This design comes from an exercise in tuning for small area on the open sky130 flow, not from production work.
At most, simulation tests tie the RTL to the original design; equivalence was not proved.
Power and IR drop assume default switching activity.

Design touchpad_packet_finger_tracker, start of the top module:
module touchpad_packet_finger_tracker (
  input  logic                               clk_i,
  input  logic                               rst_ni,
  input  logic                               s_axis_tvalid_i,
  output logic                               s_axis_tready_o,
  input  logic [tpft_pkg::IN_TDATA_W-1:0]    s_axis_tdata_i,
  output logic                               m_axis_tvalid_o,
  input  logic                               m_axis_tready_i,
  output logic [tpft_pkg::OUT_TDATA_W-1:0]   m_axis_tdata_o,
  output logic [1:0]                         m_axis_tuser_o,
  output logic                               m_axis_tlast_o,
  input  logic                               psel,
  input  logic                               penable,
  input  logic                               pwrite,
  input  logic [tpft_pkg::APB_ADDR_W-1:0]    paddr,
  input  logic [tpft_pkg::APB_DATA_W-1:0]    pwdata,
  output logic [tpft_pkg::APB_DATA_W-1:0]    prdata,
  output logic                               pready
);
Size in the first run: about 350 flip-flops, about 170 I/O pins, ~0.016 mm² of cells after synthesis.
==> module tpft_back, before the edit <==
module tpft_back (
  input  logic                             clk_i,
  input  logic                             rst_ni,
  input  logic [15:0]                      y_limit_i,
  input  logic                             cmd_valid_i,
  input  logic [tpft_pkg::CMD_W-1:0]       cmd_i,
  output logic                             cmd_pop_o,
  output logic                             m_axis_tvalid_o,
  input  logic                             m_axis_tready_i,
  output logic [tpft_pkg::OUT_TDATA_W-1:0] m_axis_tdata_o,
  output logic [1:0]                       m_axis_tuser_o,
  output logic                             m_axis_tlast_o
);
  localparam int N = tpft_pkg::FINGER_SLOTS;
  logic [N-1:0][15:0]          x_q, y_q;
  logic [N-1:0]                active_q, valid_q;
  logic                        button_q;
  logic [1:0]                  fault_q;
  logic                        busy_q;
  logic                        out_valid_q;
  logic [tpft_pkg::SLOT_W-1:0] slot_q;       
  logic [15:0]                 out_y_q;
  logic [tpft_pkg::CMD_W-1:0]  cur_q;
  logic                        load_en, step, last, pop;
  logic [tpft_pkg::SLOT_W-1:0] slot_n;
  logic [1:0]  c_kind;
  logic        c_button;
  logic [2:0]  c_sa, c_sb;
  logic [7:0]  c_p1, c_p2, c_p4, c_p5;
  logic        c_bad;
  assign {c_p5, c_p4, c_p2, c_p1, c_sb, c_sa, c_button, c_kind} = cur_q;
  assign c_bad = c_sa[2] && (c_sa[1] || c_sa[0]);
  assign load_en   = !out_valid_q || m_axis_tready_i;
  assign step      = load_en && busy_q;
  assign slot_n    = (slot_q == tpft_pkg::LAST_SLOT) ? '0 : slot_q + 1'b1;
  assign last      = (slot_q == tpft_pkg::LAST_SLOT - 1'b1);
  assign pop       = cmd_valid_i && (!busy_q || (step && last));
  assign cmd_pop_o = pop;
  logic        ma, mb, set_abs;
  logic        h_active, h_valid, h_touch;
  logic [15:0] h_x, h_y;
  logic [8:0]  dx, dy;
  logic [16:0] yi;
  assign ma      = (c_sa == slot_n);
  assign mb      = (c_sb == slot_n);
  assign set_abs = (c_kind == tpft_pkg::K_ABS) && ma && !c_sb[0];
  always_comb begin
    dx = '0;
    dy = '0;
    if (c_kind == tpft_pkg::K_REL) begin
      dx = (ma ? {c_p1[7], c_p1} : 9'd0) + (mb ? {c_p4[7], c_p4} : 9'd0);
      dy = (ma ? {c_p2[7], c_p2} : 9'd0) + (mb ? {c_p5[7], c_p5} : 9'd0);
    end
  end
  always_comb begin
    h_active = active_q[0];
    h_valid  = valid_q[0];
    case (c_kind)
      tpft_pkg::K_TOUCH: begin
        h_active = c_p1[slot_n];
        h_valid  = valid_q[0] && c_p1[slot_n];
      end
      tpft_pkg::K_ABS: if (ma) h_valid = !c_sb[0];
      default: ;
    endcase
  end
  assign h_x     = set_abs ? {4'd0, c_p1[3:0], c_p2} : x_q[0] + {{7{dx[8]}}, dx};
  assign h_y     = set_abs ? {c_p5, c_p4}            : y_q[0] + {{7{dy[8]}}, dy};
  assign h_touch = h_active && h_valid;
  assign yi      = {1'b0, y_limit_i} - {1'b0, h_y};
  always_ff @(posedge clk_i or negedge rst_ni) begin
    if (!rst_ni) begin
      active_q    <= '0;
      valid_q     <= '0;
      button_q    <= 1'b0;
      busy_q      <= 1'b0;
      out_valid_q <= 1'b0;
      slot_q      <= tpft_pkg::LAST_SLOT;
    end else begin
      if (load_en) begin
        out_valid_q <= busy_q;
      end
      if (step) begin
        active_q <= {h_active, active_q[N-1:1]};
        valid_q  <= {h_valid, valid_q[N-1:1]};
        slot_q   <= slot_n;
        if (last) begin
          busy_q <= 1'b0;
        end
        if (slot_n == '0 && c_kind != tpft_pkg::K_NONE &&
            !(c_kind == tpft_pkg::K_ABS && c_bad)) begin
          button_q <= c_button;
        end
      end
      if (pop) begin
        busy_q <= 1'b1;
      end
    end
  end
  always_ff @(posedge clk_i) begin
    if (pop) begin
      cur_q <= cmd_i;
    end
    if (step) begin
      x_q     <= {h_x, x_q[N-1:1]};
      y_q     <= {h_y, y_q[N-1:1]};
      out_y_q <= (h_touch && !yi[16]) ? yi[15:0] : 16'd0;
      if (slot_n == '0) begin
        fault_q <= (c_kind == tpft_pkg::K_NONE) ? 2'd1 : (c_kind[1] && c_bad) ? 2'd2 : 2'd0;
      end
    end
  end
  logic tail_touch;
  assign tail_touch = active_q[N-1] && valid_q[N-1];
  assign m_axis_tvalid_o = out_valid_q;
  assign m_axis_tdata_o  = {3'd0, button_q, out_y_q,
                            tail_touch ? x_q[N-1] : 16'd0, tail_touch, slot_q};
  assign m_axis_tuser_o  = fault_q;
  assign m_axis_tlast_o  = (slot_q == tpft_pkg::LAST_SLOT);
endmodule
clock: 8.0 ns
lec_check: 0
cap_margin: 20
core_margin: 2
core_utilization: 40
slew_margin: 20
run.sh (not shown) runs the stock make flow with config.mk's settings and CLKGATE_MAP_FILE= SYNTH_SCRIPT=/design/flow/synth_recipe.tcl, a recipe that flattens the netlist after the stock synthesis.
The baseline went through all stages and came out clean.
==> next run, changes <==
--- a/flow/design.v
+++ b/flow/design.v
@@ -115,4 +115,14 @@
   assign pop       = cmd_valid_i && (!busy_q || (step && last));
   assign cmd_pop_o = pop;
+  function automatic logic [16:0] rca(input logic [15:0] a, input logic [15:0] b,
+                                      input logic ci);
+    logic c;
+    c = ci;
+    for (int i = 0; i < 16; i++) begin
+      rca[i] = a[i] ^ b[i] ^ c;
+      c      = (a[i] & b[i]) | (a[i] & c) | (b[i] & c);
+    end
+    rca[16] = c;
+  endfunction
   logic        ma, mb, set_abs;
   logic        h_active, h_valid, h_touch;
@@ -123,12 +133,12 @@
   assign mb      = (c_sb == slot_n);
   assign set_abs = (c_kind == tpft_pkg::K_ABS) && ma && !c_sb[0];
-  always_comb begin
-    dx = '0;
-    dy = '0;
-    if (c_kind == tpft_pkg::K_REL) begin
-      dx = (ma ? {c_p1[7], c_p1} : 9'd0) + (mb ? {c_p4[7], c_p4} : 9'd0);
-      dy = (ma ? {c_p2[7], c_p2} : 9'd0) + (mb ? {c_p5[7], c_p5} : 9'd0);
-    end
-  end
+  logic        rel_a, rel_b;
+  logic [16:0] sdx, sdy;
+  assign rel_a = (c_kind == tpft_pkg::K_REL) && ma;
+  assign rel_b = (c_kind == tpft_pkg::K_REL) && mb;
+  assign sdx   = rca({7'd0, rel_a ? {c_p1[7], c_p1} : 9'd0}, {7'd0, rel_b ? {c_p4[7], c_p4} : 9'd0}, 1'b0);
+  assign sdy   = rca({7'd0, rel_a ? {c_p2[7], c_p2} : 9'd0}, {7'd0, rel_b ? {c_p5[7], c_p5} : 9'd0}, 1'b0);
+  assign dx    = sdx[8:0];
+  assign dy    = sdy[8:0];
   always_comb begin
     h_active = active_q[0];
@@ -143,8 +153,13 @@
     endcase
   end
-  assign h_x     = set_abs ? {4'd0, c_p1[3:0], c_p2} : x_q[0] + {{7{dx[8]}}, dx};
-  assign h_y     = set_abs ? {c_p5, c_p4}            : y_q[0] + {{7{dy[8]}}, dy};
+  logic [16:0] sx, sy;
+  assign sx      = rca(x_q[0], {{7{dx[8]}}, dx}, 1'b0);
+  assign sy      = rca(y_q[0], {{7{dy[8]}}, dy}, 1'b0);
+  assign h_x     = set_abs ? {4'd0, c_p1[3:0], c_p2} : sx[15:0];
+  assign h_y     = set_abs ? {c_p5, c_p4}            : sy[15:0];
   assign h_touch = h_active && h_valid;
-  assign yi      = {1'b0, y_limit_i} - {1'b0, h_y};
+  logic [16:0] yd;
+  assign yd      = rca(y_limit_i, ~h_y, 1'b1);
+  assign yi      = {~yd[16], yd[15:0]};
   always_ff @(posedge clk_i or negedge rst_ni) begin
     if (!rst_ni) begin
This time the run reached the layout checks and failed them: negative setup slack.
Final cell count decreases by 12%.
Combinational power goes down by about 4%.
Non-clock buffer count rose by 39.
Setup slack is worse by 1.6 ns.
Synthesized area shrinks by 7.7%.
For the second run of this note, only the layout was checked, not whether the RTL still works.

-- port drivers added, routing unchanged --
The results above use ideal ports. As a check the final layouts listed here were re-extracted and re-timed, cells and wires unchanged. Step 1 assumes that a clkbuf_16 drives the clock port and a buf_2 every other input. Step 2 adds t to the input delays and takes it off the output delays; t is the mean of the earliest and latest rising clock arrival at the registers after step 1. Input paths then give back, and output paths get back, about the clock's delay inside the block. a / b / c = ideal / step 1 / step 2; a / b = the first two.
run | t (ns) | setup slack, ns | clock arrival spread, ns | worst slew at a driven data input, ns | pins driven straight from the clock port
the first run | 0.598 | 0.546 / 0.546 / 0.546 | 0.021 / 0.022 | 0.09 | 1
the second run | 0.559 | -1.045 / -1.045 / -1.045 | 0.026 / 0.025 | 0.04 | 1
